What follows belongs to an exercise in optimizing a design on an open flow for small area; a production flow would make more cautious choices.
In this exercise RTL edits were held to simulation tests only and were not proved equivalent to the original.
Power is estimated from default activity; no workload was simulated.

--- flow/flow/run.sh ---
#!/bin/bash
# Layout flow: the standard synthesis, then the combinational logic is
# re-mapped for area with an area-oriented ABC script (registers untouched),
# then the standard layout from floorplan to finish.
set -euo pipefail
W=$(pwd)
P=${FLOW_PLATFORM:-sky130hd}
R=$W/orfs/results/$P/key_event_hotkey_filter/base
LIB=$FLOW_HOME/platforms/$P/lib/sky130_fd_sc_hd__tt_025C_1v80.lib

bash standard.sh synth > $W/flow_1_std_synth.log 2>&1

cp $R/1_2_yosys.v $W/std_1_2_yosys.v
export REMAP_LIB=$LIB REMAP_TOP=$FLOW_TOP
export REMAP_IN=$W/std_1_2_yosys.v REMAP_OUT=$W/remap_1_2_yosys.v
# flow/abc_scripts.txt holds the ABC scripts to try, separated by "---" lines
mkdir -p $W/abc
awk -v d=$W/abc 'BEGIN{n=1} /^---$/{n++; next} {print > sprintf("%s/s%02d.script", d, n)}' $W/flow/abc_scripts.txt
export REMAP_ABC="$(ls $W/abc/s*.script | tr "\n" " ")" REMAP_STAT=$W/remap_stat.txt
export REMAP_SEQ="$(awk '/^ *cell *\(/{match($0,/"[^"]*"/); c=substr($0,RSTART+1,RLENGTH-2)} /^ *(ff|latch|statetable) *\(/{print c}' $LIB | sort -u | tr '\n' ' ')"
export REMAP_DONTUSE="$(sed -n '/DONT_USE_CELLS += /,/^#/p' $FLOW_HOME/platforms/$P/config.mk | grep -o 'sky130_fd_sc_hd__[a-z0-9_]*' | tr '\n' ' ')"
${YOSYS_EXE:-yosys} -c $W/flow/remap.tcl > $W/flow_2_remap.log 2>&1

python3 $W/flow/upsize.py $LIB $W/remap_1_2_yosys.v $W/upsized_1_2_yosys.v 14 $REMAP_DONTUSE > $W/flow_2b_upsize.log 2>&1

sleep 1
cp $W/upsized_1_2_yosys.v $R/1_2_yosys.v
touch $R/1_2_yosys.v

# layout: no dummy loads in the clock tree, small clock buffers, and the
# smallest buffer on the ports
CTS="-sink_clustering_enable -repair_clock_nets -dont_use_dummy_load -buf_list sky130_fd_sc_hd__clkbuf_4 -sink_clustering_size 10 -sink_clustering_max_diameter 40"
bash standard.sh "CTS_ARGS=$CTS" "BUFFER_PORTS_ARGS=-buffer_cell sky130_fd_sc_hd__buf_1" finish > $W/flow_3_std_layout.log 2>&1
--- flow/flow/abc_scripts.txt ---
&get -n
&st
&dch -f
&nf -a -R 1000
&put

topo
---
&get -n
&st
&dch -f
&nf -a -R 1000
&put
strash
dch -f
amap
topo
---
&get -n
&st
&dch -f
&nf -a -R 1000
&put
strash
dch -f
amap
strash
dch -f
amap
topo
---
&get -n
&st
&dch -f
&nf -a -R 1000
&put
strash
dch -f
amap
strash
dch -f
amap
strash
dch -f
amap
topo
---
&get -n
&st
&synch2
&nf -a -R 1000
&put

topo
---
&get -n
&st
&synch2
&nf -a -R 1000
&put
strash
dch -f
amap
topo
---
&get -n
&st
&synch2
&nf -a -R 1000
&put
strash
dch -f
amap
strash
dch -f
amap
topo
---
&get -n
&st
&synch2
&nf -a -R 1000
&put
strash
dch -f
amap
strash
dch -f
amap
strash
dch -f
amap
topo
---
&get -n
&st
&syn2
&dch -f
&nf -a -R 1000
&put

topo
---
&get -n
&st
&syn2
&dch -f
&nf -a -R 1000
&put
strash
dch -f
amap
topo
---
&get -n
&st
&syn2
&dch -f
&nf -a -R 1000
&put
strash
dch -f
amap
strash
dch -f
amap
topo
---
&get -n
&st
&syn2
&dch -f
&nf -a -R 1000
&put
strash
dch -f
amap
strash
dch -f
amap
strash
dch -f
amap
topo
---
&get -n
&st
&synch2 -f
&nf -a -R 1000
&put

topo
---
&get -n
&st
&synch2 -f
&nf -a -R 1000
&put
strash
dch -f
amap
topo
---
&get -n
&st
&synch2 -f
&nf -a -R 1000
&put
strash
dch -f
amap
strash
dch -f
amap
topo
---
&get -n
&st
&synch2 -f
&nf -a -R 1000
&put
strash
dch -f
amap
strash
dch -f
amap
strash
dch -f
amap
topo
---
&get -n
&st
&dc2
&dch -f
&nf -a -R 1000
&put

topo
---
&get -n
&st
&dc2
&dch -f
&nf -a -R 1000
&put
strash
dch -f
amap
topo
---
&get -n
&st
&dc2
&dch -f
&nf -a -R 1000
&put
strash
dch -f
amap
strash
dch -f
amap
topo
---
&get -n
&st
&dc2
&dch -f
&nf -a -R 1000
&put
strash
dch -f
amap
strash
dch -f
amap
strash
dch -f
amap
topo
---
&get -n
&st
&syn3
&dch -f
&nf -a -R 1000
&put

topo
---
&get -n
&st
&syn3
&dch -f
&nf -a -R 1000
&put
strash
dch -f
amap
topo
---
&get -n
&st
&syn3
&dch -f
&nf -a -R 1000
&put
strash
dch -f
amap
strash
dch -f
amap
topo
---
&get -n
&st
&syn3
&dch -f
&nf -a -R 1000
&put
strash
dch -f
amap
strash
dch -f
amap
strash
dch -f
amap
topo
---
&get -n
&st
&dch
&nf -a -R 1000
&put

topo
---
&get -n
&st
&dch
&nf -a -R 1000
&put
strash
dch -f
amap
topo
---
&get -n
&st
&dch
&nf -a -R 1000
&put
strash
dch -f
amap
strash
dch -f
amap
topo
---
&get -n
&st
&dch
&nf -a -R 1000
&put
strash
dch -f
amap
strash
dch -f
amap
strash
dch -f
amap
topo
---
&get -n
&st
&b
&dch -f
&nf -a -R 1000
&put

topo
---
&get -n
&st
&b
&dch -f
&nf -a -R 1000
&put
strash
dch -f
amap
topo
---
&get -n
&st
&b
&dch -f
&nf -a -R 1000
&put
strash
dch -f
amap
strash
dch -f
amap
topo
---
&get -n
&st
&b
&dch -f
&nf -a -R 1000
&put
strash
dch -f
amap
strash
dch -f
amap
strash
dch -f
amap
topo
---
--- flow/flow/remap.tcl ---
# Re-map the combinational logic of the standard synthesis netlist for area.
# The registers (their instances, names and cell types) are kept as they are.
# Each ABC script in REMAP_ABC is tried on the same logic; the mapping with
# the smallest cell area is kept.
yosys -import
set lib $::env(REMAP_LIB)
set in  $::env(REMAP_IN)
set out $::env(REMAP_OUT)
set scripts $::env(REMAP_ABC)
set seqcells $::env(REMAP_SEQ)
set dontuse $::env(REMAP_DONTUSE)

read_liberty -ignore_miss_func $lib
foreach c $seqcells { blackbox $c }
read_verilog -defer $in
hierarchy -top $::env(REMAP_TOP)
flatten
hierarchy -top $::env(REMAP_TOP)
read_liberty -lib -overwrite $lib
opt_clean -purge
tee -o $::env(REMAP_STAT).in stat -liberty $lib
design -save base

set du {}
foreach c $dontuse { lappend du -dont_use $c }
set best_area 1e18
set best_script ""
foreach script $scripts {
  design -load base
  abc -script $script -liberty $lib {*}$du
  opt_clean -purge
  tee -q -o $::env(REMAP_STAT).try stat -liberty $lib
  set fh [open $::env(REMAP_STAT).try r]
  set txt [read $fh]
  close $fh
  if {[regexp {Chip area for module[^:]*:\s*([0-9.]+)} $txt -> area]} {
    puts "REMAP $script area $area"
    if {$area < $best_area} {
      set best_area $area
      set best_script $script
      design -save best
    }
  }
}
puts "REMAP best $best_script area $best_area"
design -load best

setundef -zero
splitnets
opt_clean -purge
hilomap -singleton -hicell sky130_fd_sc_hd__conb_1 HI -locell sky130_fd_sc_hd__conb_1 LO
insbuf -buf sky130_fd_sc_hd__buf_1 A X
check -assert -mapped
tee -o $::env(REMAP_STAT) stat -liberty $lib
write_verilog -noattr -nohex -nodec $out
--- flow/flow/upsize.py ---
#!/usr/bin/env python3
"""Give a stronger drive to each gate whose output net has many loads.

usage: upsize.py LIB IN.v OUT.v MIN_FANOUT DONT_USE...
A gate whose output drives MIN_FANOUT or more input pins is swapped for the
next drive strength of the same cell (same function and pins), so that the
layout's repair needs fewer buffers. Registers, inverters and buffers are not touched.
"""
import re
import sys

lib, src, dst, min_fanout = sys.argv[1], sys.argv[2], sys.argv[3], int(sys.argv[4])
dont_use = set(sys.argv[5:])

# cell -> (area, {pin: direction}, is_sequential)
cells = {}
cur = None
depth = 0
pin = None
for line in open(lib):
    m = re.match(r'\s*cell\s*\(\s*"?([^")]+)"?\s*\)', line)
    if m:
        cur = m.group(1)
        cells[cur] = [0.0, {}, False]
        continue
    if cur is None:
        continue
    m = re.match(r'\s*area\s*:\s*([0-9.]+)', line)
    if m:
        cells[cur][0] = float(m.group(1))
    m = re.match(r'\s*pin\s*\(\s*"?(\w+)"?\s*\)', line)
    if m:
        pin = m.group(1)
    m = re.match(r'\s*direction\s*:\s*"?(\w+)"?', line)
    if m and pin:
        cells[cur][1][pin] = m.group(1)
        pin = None
    if re.match(r'\s*(ff|latch|statetable)\s*\(', line):
        cells[cur][2] = True

text = open(src).read()
inst_re = re.compile(r'(\s)(sky130_fd_sc_hd__\w+)(\s+)(\S+)(\s*\()(.*?)\);', re.S)
insts = []
loads = {}
for m in inst_re.finditer(text):
    ctype, body = m.group(2), m.group(6)
    pins = re.findall(r'\.(\w+)\s*\(\s*([^()]*?)\s*\)', body)
    insts.append((m, ctype, pins))
    info = cells.get(ctype)
    if not info:
        continue
    for p, net in pins:
        if info[1].get(p) == 'input':
            loads[net] = loads.get(net, 0) + 1


def stronger(ctype):
    m = re.match(r'(sky130_fd_sc_hd__\w+?)_(\d+)$', ctype)
    if not m:
        return None
    base, size = m.group(1), int(m.group(2))
    options = []
    for c in cells:
        mm = re.match(re.escape(base) + r'_(\d+)$', c)
        if mm and int(mm.group(1)) > size and c not in dont_use:
            if cells[c][1] == cells[ctype][1]:
                options.append((int(mm.group(1)), c))
    return min(options)[1] if options else None


swaps = {}
for m, ctype, pins in insts:
    info = cells.get(ctype)
    if not info or info[2]:
        continue
    outs = [net for p, net in pins if info[1].get(p) == 'output']
    if re.search(r'__(clk)?(inv|buf)', ctype):
        continue
    if any(loads.get(n, 0) >= min_fanout for n in outs):
        s = stronger(ctype)
        if s:
            swaps[m.start()] = (m, s)

out = []
last = 0
for start in sorted(swaps):
    m, s = swaps[start]
    out.append(text[last:m.start(2)])
    out.append(s)
    last = m.end(2)
out.append(text[last:])
open(dst, 'w').write(''.join(out))
print(f'upsize: {len(swaps)} gates given a stronger drive (fanout >= {min_fanout})')
for start in sorted(swaps):
    m, s = swaps[start]
    print(f'  {m.group(4)}: {m.group(2)} -> {s}')
--- flow/standard.sh ---
#!/bin/bash
# synth_recipe.tcl (not shown) runs the flow's synth.tcl, then flattens the netlist and writes it again
# the make line also repeats each setting of config.mk as NAME=value (left out here)
make -C /OpenROAD-flow-scripts/flow DESIGN_CONFIG=/design/flow/config.mk WORK_HOME=/design/flow/orfs CLKGATE_MAP_FILE= SYNTH_SCRIPT=/design/flow/synth_recipe.tcl "${@:-finish}"
--- flow/config.mk ---
export PLATFORM = sky130hd
export DESIGN_NAME = key_event_hotkey_filter
export DESIGN_NICKNAME = key_event_hotkey_filter
export VERILOG_FILES = /design/flow/design.v
export SDC_FILE = /design/flow/constraint.sdc
export NUM_CORES = 4
export LEC_CHECK = 0
export ABC_AREA = 1
export CAP_MARGIN = 10
export CORE_MARGIN = 2
export CORE_UTILIZATION = 60
export SLEW_MARGIN = 10
--- flow/constraint.sdc ---
create_clock -name core_clock -period 10.0 [get_ports {i_clk}]
set_input_delay 2.0000 -clock core_clock [delete_from_list [all_inputs] [get_ports {i_clk}]]
set_output_delay 2.0000 -clock core_clock [all_outputs]
set_load 0.01 [all_outputs]
--- flow/design.v ---
`default_nettype none
package khf_pkg;
    localparam int NUM_HOTKEYS = 4;
    localparam int CFG_IDX_W   = 3;
    localparam int CFG_DATA_W  = 20;
    localparam logic [1:0] KV_RELEASE = 2'd0;
    localparam logic [1:0] KV_PRESS   = 2'd1;
    localparam logic [1:0] KV_REPEAT  = 2'd2;
    localparam logic [7:0] K_BACKSPACE  = 8'd14;
    localparam logic [7:0] K_LEFTCTRL   = 8'd29;
    localparam logic [7:0] K_LEFTSHIFT  = 8'd42;
    localparam logic [7:0] K_RIGHTSHIFT = 8'd54;
    localparam logic [7:0] K_LEFTALT    = 8'd56;
    localparam logic [7:0] K_CAPSLOCK   = 8'd58;
    localparam logic [7:0] K_RIGHTCTRL  = 8'd97;
    localparam logic [7:0] K_RIGHTALT   = 8'd100;
    localparam logic [7:0] K_DELETE     = 8'd111;
    localparam logic [7:0] K_LEFTMETA   = 8'd125;
    localparam logic [7:0] K_RIGHTMETA  = 8'd126;
endpackage
`default_nettype wire
`default_nettype none
module khf_hotkey_match (
    input  logic [19:0] i_hotkey,    
    input  logic [7:0]  i_code_n,    
    input  logic        i_code_nz,   
    input  logic [3:0]  i_mods_n,    
    output logic        o_hit
);
    logic [7:0] alt_key;
    logic [7:0] main_key;
    logic [3:0] mask;
    logic       eq_main, eq_alt, eq_mask;
    assign {alt_key, main_key, mask} = i_hotkey;
    assign eq_main = !(|(main_key & i_code_n)) && !(|(~(main_key | i_code_n)));
    assign eq_alt  = !(|(alt_key & i_code_n))  && !(|(~(alt_key | i_code_n)));
    assign eq_mask = !(|(mask & i_mods_n))     && !(|(~(mask | i_mods_n)));
    assign o_hit = i_code_nz && (eq_main || (eq_alt && (main_key != 8'd0))) && eq_mask;
endmodule
`default_nettype wire
`default_nettype none
module key_event_hotkey_filter (
    input  logic        i_clk,
    input  logic        i_rst_n,
    input  logic        i_cfg_we,
    input  logic [2:0]  i_cfg_index,
    input  logic [19:0] i_cfg_data,
    input  logic        i_valid,
    output logic        o_stall,
    input  logic        i_is_key_event,
    input  logic [9:0]  i_key_code,
    input  logic [1:0]  i_key_value,
    output logic        o_valid,
    input  logic        i_stall,
    output logic [1:0]  o_action,
    output logic [1:0]  o_hotkey_index,
    output logic        o_caps_lock_on,
    output logic        o_refresh_wait,
    output logic        o_text_candidate,
    output logic        o_word_reset
);
    localparam logic [63:0] MOD_CODE = {8'd126, 8'd125, 8'd97, 8'd29,
                                        8'd54, 8'd42, 8'd100, 8'd56};
    logic [79:0] r_hotkey;
    logic        r_s1_valid;
    logic [7:0]  r_s1_code;
    logic [1:0]  r_s1_val;
    logic [255:0] r_swal;
    logic [7:0]   r_held;       
    logic         r_caps;
    logic         r_oms;
    logic         r_rp;
    logic        r_out_valid;
    logic [3:0]  r_out_res;
    logic        out_fwd;
    logic        out_ready;
    logic        s1_advance;
    logic        active;
    logic        rel, press, prep;
    logic [7:0]  mod_sel;
    logic        is_mod;
    logic [7:0]  held_upd;
    logic [3:0]  mods;
    logic [3:0]  hit;
    logic        hit_any;
    logic [1:0]  hit_idx;
    logic        swal_rd;
    logic        drop;
    logic        hk;
    logic        fwd;
    logic        wr_code;
    assign out_ready  = !r_out_valid || !i_stall;
    assign s1_advance = r_s1_valid && out_ready;
    assign o_stall    = r_s1_valid && !out_ready;
    assign active     = s1_advance;
    assign rel   = (r_s1_val == 2'd0);
    assign press = (r_s1_val == 2'd1);
    assign prep  = (r_s1_val == 2'd1) || (r_s1_val == 2'd2);
    always_comb begin
        for (int m = 0; m < 8; m++) begin
            mod_sel[m]  = (r_s1_code == MOD_CODE[m*8 +: 8]);
            held_upd[m] = mod_sel[m] ? (r_s1_val == 2'd3 ? r_held[m] : !rel) : r_held[m];
        end
    end
    assign is_mod  = |mod_sel;
    assign mods[0] = held_upd[0] || held_upd[1];
    assign mods[1] = held_upd[2] || held_upd[3];
    assign mods[2] = held_upd[4] || held_upd[5];
    assign mods[3] = held_upd[6] || held_upd[7];
    genvar gi;
    generate
        for (gi = 0; gi < 4; gi++) begin : g_match
            khf_hotkey_match u_match (
                .i_hotkey (r_hotkey[gi*20 +: 20]),
                .i_code_n (~r_s1_code),
                .i_code_nz(r_s1_code != 8'd0),
                .i_mods_n (~mods),
                .o_hit    (hit[gi])
            );
        end
    endgenerate
    assign hit_any = |hit;
    assign hit_idx = hit[0] ? 2'd0 : hit[1] ? 2'd1 : hit[2] ? 2'd2 : 2'd3;
    logic [15:0] row_dec, col_dec;
    logic [15:0] row_n, col_n, row_s_n, col_s_n;
    logic [15:0] row_rd;
    logic        swal_wr;
    logic [255:0] swal_nx;
    assign swal_wr = active && (rel || hk);
    always_comb begin
        for (int j = 0; j < 16; j++) begin
            row_dec[j] = (r_s1_code[7:4] == 4'(j));
            col_dec[j] = (r_s1_code[3:0] == 4'(j));
            row_n[j]   = !(!i_rst_n || (swal_wr && row_dec[j]));
            col_n[j]   = !(!i_rst_n || col_dec[j]);
            row_s_n[j] = !(i_rst_n && swal_wr && row_dec[j]);
            col_s_n[j] = !(press && col_dec[j]);
        end
    end
    always_comb begin
        for (int j = 0; j < 16; j++) begin
            for (int k = 0; k < 16; k++) begin
                swal_nx[j*16+k] = !((row_s_n[j] || col_s_n[k]) &&
                                    !((row_n[j] || col_n[k]) && r_swal[j*16+k]));
            end
        end
    end
    always_ff @(posedge i_clk) begin
        r_swal <= swal_nx;
    end
    always_comb begin
        for (int j = 0; j < 16; j++) begin
            row_rd[j] = 1'b0;
            for (int k = 0; k < 16; k++) begin
                row_rd[j] = row_rd[j] || (col_dec[k] && r_swal[j*16+k]);
            end
        end
        swal_rd = 1'b0;
        for (int j = 0; j < 16; j++) begin
            swal_rd = swal_rd || (row_dec[j] && row_rd[j]);
        end
    end
    assign drop    = rel && swal_rd;
    assign hk      = press && hit_any;
    assign fwd     = !drop && !hk;
    assign wr_code = (r_s1_code == 8'd14) || (r_s1_code == 8'd111);
    always_ff @(posedge i_clk) begin
        if (!i_rst_n) begin
            r_hotkey    <= '0;
            r_s1_valid  <= 1'b0;
            r_out_valid <= 1'b0;
            r_held      <= '0;
            r_caps      <= 1'b0;
            r_oms       <= 1'b0;
            r_rp        <= 1'b0;
        end else begin
            if (i_cfg_we && !i_cfg_index[2]) begin
                r_hotkey[i_cfg_index[1:0]*20 +: 20] <= i_cfg_data;
            end
            if (!o_stall) begin
                r_s1_valid <= i_valid;
            end
            if (out_ready) begin
                r_out_valid <= r_s1_valid;
            end
            if (active) begin
                r_held <= held_upd;
                if (press && r_s1_code == 8'd58) begin
                    r_caps <= !r_caps;
                end
                if (fwd) begin
                    if (press && is_mod) begin
                        r_oms <= 1'b1;
                    end else if (rel && is_mod) begin
                        if (mods == 4'd0 && r_oms) begin
                            r_rp <= 1'b1;
                        end
                    end else if (press) begin
                        r_rp  <= 1'b0;
                        r_oms <= 1'b0;
                    end
                end
            end
        end
    end
    always_ff @(posedge i_clk) begin
        if (!i_rst_n) begin
            r_s1_code <= '0;
            r_s1_val  <= '0;
            r_out_res <= '0;
        end else begin
            if (!o_stall) begin
                r_s1_code <= i_key_code[7:0];
                r_s1_val  <= (i_is_key_event && (i_key_code[9:8] == 2'b00)) ? i_key_value : 2'd3;
            end
            if (out_ready) begin
                if (drop) begin
                    r_out_res <= 4'b0001;
                end else if (hk) begin
                    r_out_res <= {hit_idx, 2'b10};
                end else begin
                    r_out_res <= {prep && wr_code,
                                  prep && !wr_code && !(mods[0] || mods[2] || mods[3]),
                                  press && !is_mod && r_rp,
                                  press && !is_mod && r_rp};
                end
            end
        end
    end
    assign out_fwd = (r_out_res[1] == r_out_res[0]);
    assign o_valid          = r_out_valid;
    assign o_action         = {r_out_res[1] && !r_out_res[0], r_out_res[0] && !r_out_res[1]};
    assign o_hotkey_index   = (r_out_res[1] && !r_out_res[0]) ? r_out_res[3:2] : 2'd0;
    assign o_caps_lock_on   = r_caps;
    assign o_refresh_wait   = r_out_res[1] && r_out_res[0];
    assign o_text_candidate = out_fwd && r_out_res[2];
    assign o_word_reset     = out_fwd && r_out_res[3];
endmodule
`default_nettype wire
==> run summary <==
run status=no timing/DRC/antenna violations; drt via density=7.08; setup TNS=0 ns; crit-path most repeated cell=clkinv_1; syn nets=1693; DR vias=14800; post-synthesis cell count=1652; routed length per instance=24.8 um; post-CTS sizing=0; commonest non-fill, non-tap cells in the layout=o21ai_0, dfxtp_1, nor2_1; Post-DRT Antenna Nets=0; CTS max path bufs=3; DR DRC count=0; synth warn=1; count of final hold-check violations=0; initial antenna violation count=2; Overflow after GRT=0; vias in the first global route=13700; clock slew seen by the registers of the worst setup and hold paths=0.11 ns; Worst Setup End Kind=flip-flop; CTS H-tree depth=2; drt pass-1 iters=8; layout cells sized above 1=0.0798; Worst setup SP type=flip-flop; Die H=~160 um; Root Buffer=clkbuf_4; HP Class=reg -> reg; worst skew pair latency=0.74 ns; global-route wire length before repair=79.2 mm; Initial Util=0.614; Die Area=~0.025 mm2; synthesized cell area=0.0144 mm2; total track usage=0.397; clock sink count=~360; min cycle time layout=6.59 ns; Peak VDD IR=0.0000963 V; FP Rows=56; GP Congestion=0.899; Setup Skew=0.0832 ns; max frequency=0.152 GHz; DP HPWL=30.8 mm; Lkg Pwr=4.94 nW; CP max FO=22; max-slew violation count=0; Final setup viols=0; IO Pins=51; area grow syn2layout=7.53%; commonest non-fill, non-tap cell in the layout=o21ai_0; Worst slew margin=0.215; RSZ-0062 raised after global routing=false; crit path cell chain=clkinv_1, nand4_2, nor2_1, clkinv_1, o21ai_0, nor2_1, clkinv_1, a21oi_1, or4_1, a211oi_1, nor4_1, clkinv_1, o211ai_2, or3_2, or2_1, o21ai_0; Mean Syn Cell Area=8.75 um2; overall power=around 2.4 mW; Critical Path RT=10.53 ns; Total Wirelength=51.7 mm; crit share post-route=0.659; pwr dens=153 mW/mm2; DR iter-0 viols=1989; slowest cell on the critical path=o211ai_2; CP Class=reg -> reg; worst slew pin tran=1.18 ns; CTS tree=done; cts hold-fix bufs=0; setup bufs post-CTS=0; PortBufs=50; largest net degree at the start of global routing=79; count of nets after finishing=about 1800; slowest cell delay on critical path=0.88 ns; Die X=~160 um; crit path DAT=slightly above 7 ns; Max-cap violations=0; Core ar.=0.0235 mm2; number of CTS-inserted buffers=47
## state kept, by name, summed over array words and instances, names as in the netlist
register / count
r_swal: 256
r_hotkey: 80
r_held: 8
r_s1_code: 8
r_out_res: 4
r_s1_val: 2
r_caps: 1
r_oms: 1
r_out_valid: 1
r_rp: 1
r_s1_valid: 1
## worst max-delay path, delay by kind of cell, from the launching register on
kind / cells / cell delay, ns
AND/OR/NAND/NOR: 7 / 3.05
buffers and inverters: 4 / 1.28
AO/OA/AOI/OAI: 5 / 1.40
flip-flops: 1 / 0.69
## layout make-up
class	count	area, um2
diodes	1	2.50
clock buffers	47	353
fillers	2134	8010
inverters	75	284
multi-input cells	1210	6890
flip-flops and latches	363	7270
well taps	319	399
repair buffers	71	345
## final timing paths
kind                        startpoint                 end  slack, ns  cells past startpoint
max reg2reg  r_s1_code[7]$_SDFFE_PN0N_  r_swal[65]$_DFF_P_       3.41                     16
min                  r_swal[0]$_DFF_P_   r_swal[0]$_DFF_P_       0.46                      1
max          r_s1_code[7]$_SDFFE_PN0N_  r_swal[65]$_DFF_P_       3.41                     16
min reg2reg          r_swal[0]$_DFF_P_   r_swal[0]$_DFF_P_       0.46                      1
## power by group
group | internal, mW | switching, mW
combinational | 0.0481 | 0.167
sequential | 1.46 | 0.0148
clock | 0.216 | 0.477
## through the flow
step           cell area [um2]  utilization  worst slack, ns  hold slack (ns)  cells
2_1_floorplan            14400            -             4.15            0.420   1652
3_3_place_gp             15200        0.645             3.81            0.435   2038
3_5_place_dp             15200        0.645             3.64            0.438   2038
4_1_cts                  15500        0.660             3.62            0.456   2085
5_1_grt                  15500        0.660             2.92            0.465   2086
6_report                 15500        0.660             3.41            0.459   2086
## metal layers
layer	routed length (um)	global-route usage
met1	19500	0.511
met2	22600	0.619
met3	6210	0.0768
met4	3440	0.247
met5	13	0

-- afterwards: timing with drivers on the ports --
The results above use ideal ports. As a check the final layout listed here was re-extracted and re-timed, cells and wires unchanged. Step 1 (the two cells are an assumption about what drives the block):
set clk [get_ports {i_clk}]
set_driving_cell -lib_cell sky130_fd_sc_hd__clkbuf_16 $clk
set_driving_cell -lib_cell sky130_fd_sc_hd__buf_2 [delete_from_list [all_inputs] $clk]
Step 2 moves the port delays by t, midway between the first and last clock arrival at a register: inputs arrive t later, outputs are due t later. That takes back most of the time a late clock gives input paths. a / b / c = no drivers / after step 1 / after step 2; a / b = the first two.
t, ns: 0.752
setup slack, ns: 3.409 / 3.409 / 3.409
hold slack, ns: 0.459 / 0.459 / 0.459
slew at the worst register clock pin (ns): 0.12 / 0.12
After both steps this run still meets setup and hold. For this run, drivers alone change the setup slack by 0.000 ns; drivers and shift together by 0.000 ns.
